Source: an optimization exercise on an open RTL-to-GDS flow (aim: small area, a short achievable clock period and few clock cycles per item). Production flows keep margins and buffers that such runs may drop. Only simulation tests tie the RTL to the original design; equivalence was not proved.

[flow/run.sh]
#!/bin/bash
# synth_recipe.tcl (not shown) runs the flow's synth.tcl, then flattens the netlist and writes it again
# the make line also repeats each setting of config.mk as NAME=value (left out here)
make -C /OpenROAD-flow-scripts/flow DESIGN_CONFIG=/design/flow/config.mk WORK_HOME=/design/flow/orfs CLKGATE_MAP_FILE= SYNTH_SCRIPT=/design/flow/synth_recipe.tcl finish
[flow/config.mk]
export PLATFORM = sky130hd
export DESIGN_NAME = gobang_move_sequencer
export DESIGN_NICKNAME = gobang_move_sequencer
export VERILOG_FILES = /design/flow/design.v
export SDC_FILE = /design/flow/constraint.sdc
export NUM_CORES = 4
export LEC_CHECK = 0
export CAP_MARGIN = 20
export CORE_MARGIN = 2
export CORE_UTILIZATION = 40
export SLEW_MARGIN = 20
[flow/constraint.sdc]
create_clock -name core_clock -period 12.0 [get_ports {clk}]
set_input_delay 2.4000 -clock core_clock [delete_from_list [all_inputs] [get_ports {clk}]]
set_output_delay 2.4000 -clock core_clock [all_outputs]
set_load 0.01 [all_outputs]
[flow/design.v]
module gobang_move_sequencer #(
   parameter int BOARD_N = 15,
   parameter int WIN_LEN = 5
) (
   input  logic                         clk,
   input  logic                         rst_n,
   input  logic                         new_game,
   input  logic                         move_valid,
   output logic                         move_ready,
   input  logic [3:0]                   move_row,
   input  logic [3:0]                   move_col,
   output logic                         result_valid,
   output logic [1:0]                   result_code,
   output logic                         winner,
   output logic                         turn,
   output logic                         game_over,
   output logic [7:0]                   move_count,
   output logic [BOARD_N*BOARD_N-1:0]   board_black,
   output logic [BOARD_N*BOARD_N-1:0]   board_white
);
   localparam int CELLS = BOARD_N * BOARD_N;
   localparam int MAXSTEP = WIN_LEN - 1;
   localparam logic [1:0] S_IDLE   = 2'd0;
   localparam logic [1:0] S_CHECK  = 2'd1;
   localparam logic [1:0] S_SCAN   = 2'd2;
   localparam logic [1:0] S_RESULT = 2'd3;
   localparam logic [CELLS-1:0] ONE_HOT0 = CELLS'(1);
   localparam logic [4:0]        N5       = 5'(BOARD_N);
   localparam logic [8:0]        N9       = 9'(BOARD_N);
   localparam logic signed [5:0] N6       = 6'(BOARD_N);
   localparam logic [8:0]        CELLS9   = 9'(CELLS);
   localparam logic [3:0]        MAXK     = 4'(MAXSTEP);
   localparam logic [4:0]        WIN5     = 5'(WIN_LEN);
   logic [1:0]       state_q, state_d;
   logic [3:0]       row_q, row_d;
   logic [3:0]       col_q, col_d;
   logic [1:0]       dir_q, dir_d;
   logic             side_q, side_d;
   logic [3:0]       k_q, k_d;
   logic [4:0]       run_q, run_d;
   logic             win_q, win_d;
   logic             rej_q, rej_d;
   logic             result_valid_q, result_valid_d;
   logic [1:0]       result_code_q, result_code_d;
   logic             winner_q, winner_d;
   logic             turn_q, turn_d;
   logic             over_q, over_d;
   logic [8:0]       count_q, count_d;
   logic [CELLS-1:0] black_q, black_d;
   logic [CELLS-1:0] white_q, white_d;
   logic signed [5:0] k_s, off_r, off_c, cell_r, cell_c;
   logic              cell_inb;
   logic [8:0]        scan_idx;
   logic [CELLS-1:0]  scan_mask;
   logic [CELLS-1:0]  mine;
   logic              hit;
   logic [4:0]        run_inc;
   logic              side_done;
   logic              dir_win;
   always_comb begin
      k_s   = $signed({2'b00, k_q});
      off_r = 6'sd0;
      off_c = 6'sd0;
      case (dir_q)
         2'd0:    off_c = k_s;
         2'd1:    off_r = k_s;
         2'd2:    begin off_r = k_s; off_c = k_s;  end
         default: begin off_r = k_s; off_c = -k_s; end
      endcase
      if (side_q) begin
         off_r = -off_r;
         off_c = -off_c;
      end
      cell_r    = $signed({2'b00, row_q}) + off_r;
      cell_c    = $signed({2'b00, col_q}) + off_c;
      cell_inb  = !cell_r[5] && !cell_c[5] && (cell_r < N6) && (cell_c < N6);
      scan_idx  = {3'b000, cell_r} * N9 + {3'b000, cell_c};
      scan_mask = ONE_HOT0 << scan_idx;
      mine      = turn_q ? white_q : black_q;
      hit       = cell_inb && |(mine & scan_mask);
      run_inc   = run_q + {4'b0000, hit};
      side_done = !hit || (k_q == MAXK);
      dir_win   = (run_inc >= WIN5);
   end
   logic [8:0]       chk_idx;
   logic [CELLS-1:0] chk_mask;
   logic             chk_oob;
   logic             chk_occ;
   always_comb begin
      chk_idx  = {5'b00000, row_q} * N9 + {5'b00000, col_q};
      chk_mask = ONE_HOT0 << chk_idx;
      chk_oob  = ({1'b0, row_q} >= N5) || ({1'b0, col_q} >= N5);
      chk_occ  = |((black_q | white_q) & chk_mask);
   end
   assign move_ready = (state_q == S_IDLE) && !over_q;
   always_comb begin
      state_d        = state_q;
      row_d          = row_q;
      col_d          = col_q;
      dir_d          = dir_q;
      side_d         = side_q;
      k_d            = k_q;
      run_d          = run_q;
      win_d          = win_q;
      rej_d          = rej_q;
      result_valid_d = 1'b0;
      result_code_d  = result_code_q;
      winner_d       = winner_q;
      turn_d         = turn_q;
      over_d         = over_q;
      count_d        = count_q;
      black_d        = black_q;
      white_d        = white_q;
      case (state_q)
         S_IDLE: begin
            if (move_valid && move_ready) begin
               row_d   = move_row;
               col_d   = move_col;
               state_d = S_CHECK;
            end
         end
         S_CHECK: begin
            win_d = 1'b0;
            rej_d = chk_oob || chk_occ;
            if (chk_oob || chk_occ) begin
               state_d = S_RESULT;
            end else begin
               if (turn_q) white_d = white_q | chk_mask;
               else        black_d = black_q | chk_mask;
               count_d = count_q + 9'd1;
               dir_d   = 2'd0;
               run_d   = 5'd1;
               side_d  = 1'b0;
               k_d     = 4'd1;
               state_d = S_SCAN;
            end
         end
         S_SCAN: begin
            run_d = run_inc;
            if (!side_done) begin
               k_d = k_q + 4'd1;
            end else if (!side_q) begin
               side_d = 1'b1;
               k_d    = 4'd1;
            end else if (dir_win) begin
               win_d   = 1'b1;
               state_d = S_RESULT;
            end else if (dir_q == 2'd3) begin
               state_d = S_RESULT;
            end else begin
               dir_d  = dir_q + 2'd1;
               run_d  = 5'd1;
               side_d = 1'b0;
               k_d    = 4'd1;
            end
         end
         default: begin
            result_valid_d = 1'b1;
            state_d        = S_IDLE;
            if (rej_q) begin
               result_code_d = 2'd3;
            end else if (win_q) begin
               result_code_d = 2'd1;
               winner_d      = turn_q;
               over_d        = 1'b1;
            end else if (count_q == CELLS9) begin
               result_code_d = 2'd2;
               over_d        = 1'b1;
            end else begin
               result_code_d = 2'd0;
               turn_d        = ~turn_q;
            end
         end
      endcase
      if (new_game) begin
         state_d        = S_IDLE;
         dir_d          = 2'd0;
         side_d         = 1'b0;
         k_d            = 4'd0;
         run_d          = 5'd0;
         win_d          = 1'b0;
         rej_d          = 1'b0;
         result_valid_d = 1'b0;
         result_code_d  = 2'd0;
         winner_d       = 1'b0;
         turn_d         = 1'b0;
         over_d         = 1'b0;
         count_d        = 9'd0;
         black_d        = '0;
         white_d        = '0;
      end
   end
   always_ff @(posedge clk or negedge rst_n) begin
      if (!rst_n) begin
         state_q        <= S_IDLE;
         row_q          <= 4'd0;
         col_q          <= 4'd0;
         dir_q          <= 2'd0;
         side_q         <= 1'b0;
         k_q            <= 4'd0;
         run_q          <= 5'd0;
         win_q          <= 1'b0;
         rej_q          <= 1'b0;
         result_valid_q <= 1'b0;
         result_code_q  <= 2'd0;
         winner_q       <= 1'b0;
         turn_q         <= 1'b0;
         over_q         <= 1'b0;
         count_q        <= 9'd0;
         black_q        <= '0;
         white_q        <= '0;
      end else begin
         state_q        <= state_d;
         row_q          <= row_d;
         col_q          <= col_d;
         dir_q          <= dir_d;
         side_q         <= side_d;
         k_q            <= k_d;
         run_q          <= run_d;
         win_q          <= win_d;
         rej_q          <= rej_d;
         result_valid_q <= result_valid_d;
         result_code_q  <= result_code_d;
         winner_q       <= winner_d;
         turn_q         <= turn_d;
         over_q         <= over_d;
         count_q        <= count_d;
         black_q        <= black_d;
         white_q        <= white_d;
      end
   end
   assign result_valid = result_valid_q;
   assign result_code  = result_code_q;
   assign winner       = winner_q;
   assign turn         = turn_q;
   assign game_over    = over_q;
   assign move_count   = count_q[7:0];
   assign board_black  = black_q;
   assign board_white  = white_q;
endmodule
==> flow_metrics.env <==
export IMPL_synth_flop_cell="dfrtp_1"
export IMPL_netlist_cell_type_count=102
export IMPL_path_clk_slew_ns=0.06
export IMPL_fp_row_count=98
export IMPL_cts_resized=0
export IMPL_period_minus_slack_ns=10.55
export IMPL_hold_path_class="flop to flop"
export IMPL_synthToLayoutAreaGrowth_pct=25.7
export IMPL_htreeDepth=2
export IMPL_dieArea_um2=74900
export IMPL_grt_usage=0.448
export IMPL_tightest_slew_ns=1.24
export IMPL_drive_gt1_frac=0.0899
export IMPL_wl_per_cell_um=36.9
export IMPL_grt_pass1_vias=29600
export IMPL_cp_common_cell="ha_1"
export IMPL_hold_viol=0
export IMPL_start_util=0.406
export IMPL_synth_nets=3367
export IMPL_num_io_pins=477
export IMPL_critPathLaunchType="flop"
export IMPL_maxCapViolCount=0
export IMPL_antenna_found_initial=9
export IMPL_timing_fmax_mhz=94.8
export IMPL_rsz0062_at_grt="false"
export IMPL_r2r_slack_ns=1.45
export IMPL_antenna_left=0
export IMPL_drt_iter0_markers=5130
export IMPL_cts_sinks=489
export IMPL_slew_violations=0
export IMPL_cp_required_ns=12.49
export IMPL_critical_path_arrival_ns=11.04
export IMPL_drt_pre_antenna_iters=6
export IMPL_setup_viol=0
export IMPL_clock_latency_ns=0.63
export IMPL_whs_ns=0.505
export IMPL_nets=3729
export IMPL_worst_setup_path_end_kind="flop"
export IMPL_slowest_stage="a2111oi_0"
export IMPL_die_w_um=274
export IMPL_yosysSeqAreaShare=0.421
export IMPL_dpl_cell_count=4531
export IMPL_numCtsBuffers=53
export IMPL_grt_ovfl_total=0
export IMPL_clock_root_buffer="clkbuf_16"
export IMPL_port_buffers=476
export IMPL_gp_congestion=1.07
export IMPL_cts_tree="yes"
export IMPL_ys_ff_latch=489
export IMPL_status="complete, no violations"
export IMPL_critPathMaxFanout=15
export IMPL_avgViaCountPerCell=6.78
export IMPL_grt_pass1_wl_um=237000
export IMPL_ctsHoldBuffers=0
export IMPL_rr_worst_depth=38
export IMPL_maxSlewHeadroom=0.154
export IMPL_instances_no_fill=4641
export IMPL_vias=31500
export IMPL_netlist_instances=3274
export IMPL_fin_skew_ns=0.0397
export IMPL_clk_path_buf_depth=3
export IMPL_criticalPathCategory="flop to flop"
export IMPL_core_region_area_um2=71700
export IMPL_crit_path_max_incr_delay_ns=0.91
export IMPL_nFillCells=6867
export IMPL_drt_total_wl_um=171000
export IMPL_synth_edf_count=0
export IMPL_syn_avg_cell_area_um2=8.89
export IMPL_synth_area_um2=29100
export IMPL_tns_ns=0
export IMPL_async_flop_share=1.00
export IMPL_yosysWarnings=1
export IMPL_grt_max_degree=153
export IMPL_die_h_um=274
export IMPL_drc=0
export IMPL_fin_crit_sh=0.879
export IMPL_post_cts_setup_buffer_count=0
export IMPL_post_dp_hpwl_um=129000
export IMPL_holdPathStages=1
[sequential cells by signal (all words and copies together) (netlist names), 2 cells and up]
name           count
black_q          225
col_q              4
count_q            9
dir_q              2
k_q                4
result_code_q      2
row_q              4
run_q              5
state_q            2
white_q          225
[layer usage]
layer / global-route usage / part of all wire
met1: 0.586 / 0.38
met2: 0.667 / 0.43
met3: 0.139 / 0.12
met4: 0.222 / 0.063
met5: 0.0128 / 0.0016
[worst max-delay path, delay by kind of cell (launching register included)]
family | cells | cell delay (ns)
flip-flops | 1 | 0.40
AND/OR/NAND/NOR | 17 | 3.71
adder cells (fa/ha/maj) | 9 | 3.26
XOR/XNOR | 2 | 0.62
buffers and inverters | 3 | 0.58
AO/OA/AOI/OAI | 6 | 1.58
multiplexers | 1 | 0.27
[cells in the final DEF, fill, tap and decap left out, types with 17 or more instances in the layout]
cell type	instances
nand3_1	61
a31oi_1	84
ha_1	57
nand4_1	26
nor2_1	614
buf_4	88
nor3_1	111
a211oi_1	17
clkdlybuf4s50_1	474
dfrtp_1	488
mux2i_1	155
nand2b_1	27
o22ai_1	47
inv_1	71
clkbuf_16	54
mux2_2	50
nor4_1	42
mux4_2	20
fa_1	21
nor2b_1	20
o2111ai_1	29
nand2_1	106
o211ai_1	52
a21oi_1	453
o21ai_0	119
[path summary, 6_finish.rpt]
kind,start,endpoint
worst max-delay path,dir_q[0],dir_q[0]
worst min-delay path,rej_q,rej_q
worst max register to register,dir_q[0],dir_q[0]
worst min register to register,rej_q,rej_q
max in group asynchronous,rst_n,black_q[132]
min in group asynchronous,rst_n,white_q[106]
[kinds of logic (layout without fill, tap and decap cells)]
| kind of cell | count (synthesis) | in the layout | share of synthesized area |
|---|---|---|---|
| other | 0 | 11 | 0 |
| xor gates and xnor gates | 35 | 35 | 0.0114 |
| adders and majority gates | 81 | 81 | 0.0405 |
| AOI/OAI and AO/OA | 977 | 977 | 0.207 |
| muxes | 226 | 226 | 0.0886 |
| buffers and inverters | 333 | 739 | 0.0500 |
| and+or+nand+nor | 1133 | 1133 | 0.182 |
| DFF | 489 | 489 | 0.421 |
[synthesized netlist by cell type, types with 59 or more instances]
cell	count	area, um^2
nor3_1	115	576
ha_1	59	738
clkbuf_1	153	574
mux2i_1	155	1550
nand3_1	61	305
nor2_1	616	2310
inv_1	71	267
o21ai_0	120	601
nand2_1	106	398
a31oi_1	84	526
dfrtp_1	489	12200
a21oi_1	454	2270
[per-stage QoR]
stage                     utilization  setup slack [ns]  cell area (um^2)
after floorplan                     -              3.56             29100
after global placement          0.484              1.74             34700
after detailed placement        0.484              1.70             34700
after CTS                       0.509              1.61             36500
after global routing            0.509             0.709             36500
final                           0.510              1.45             36600
[area by class of cell]
class | count | area, um^2 | area share
multi-input combinational | 2452 | 15600 | 0.425
sequential | 489 | 12200 | 0.335
timing repair buffer | 568 | 5490 | 0.150
clock buffer | 76 | 1540 | 0.0422
tap | 950 | 1190 | 0.0325
inverter | 72 | 270 | 0.00739
clock inverter | 23 | 254 | 0.00694
antenna | 11 | 27.5 | 0.000753
Testbench counts, summed over its fixed seeds: cycles 59,770, moves 5,091.

static timing again, ports no longer ideal:
Ports are ideal in the flow. The routed layout listed here was re-timed in OpenROAD.
Step 1: set_driving_cell puts a clkbuf_16 on clk and a buf_2 on each other input, an assumption about the parent block.
Step 2 also shifts input and output timing later by t, the mid clock arrival at the registers, as if the neighbouring blocks saw the same clock.
Three values: ideal, step 1, step 2; two values: the first two.
t, ns: 0.685
slack for setup (ns): 1.451 / 1.451 / 1.451
worst setup path after step 2: register to register
clock arrival spread, ns: 0.040 / 0.039
slew at the worst register clock pin (ns): 0.07 / 0.07
After both steps this run still meets setup and hold. For this run, drivers alone change the setup slack by 0.000 ns; drivers and shift together by 0.000 ns.
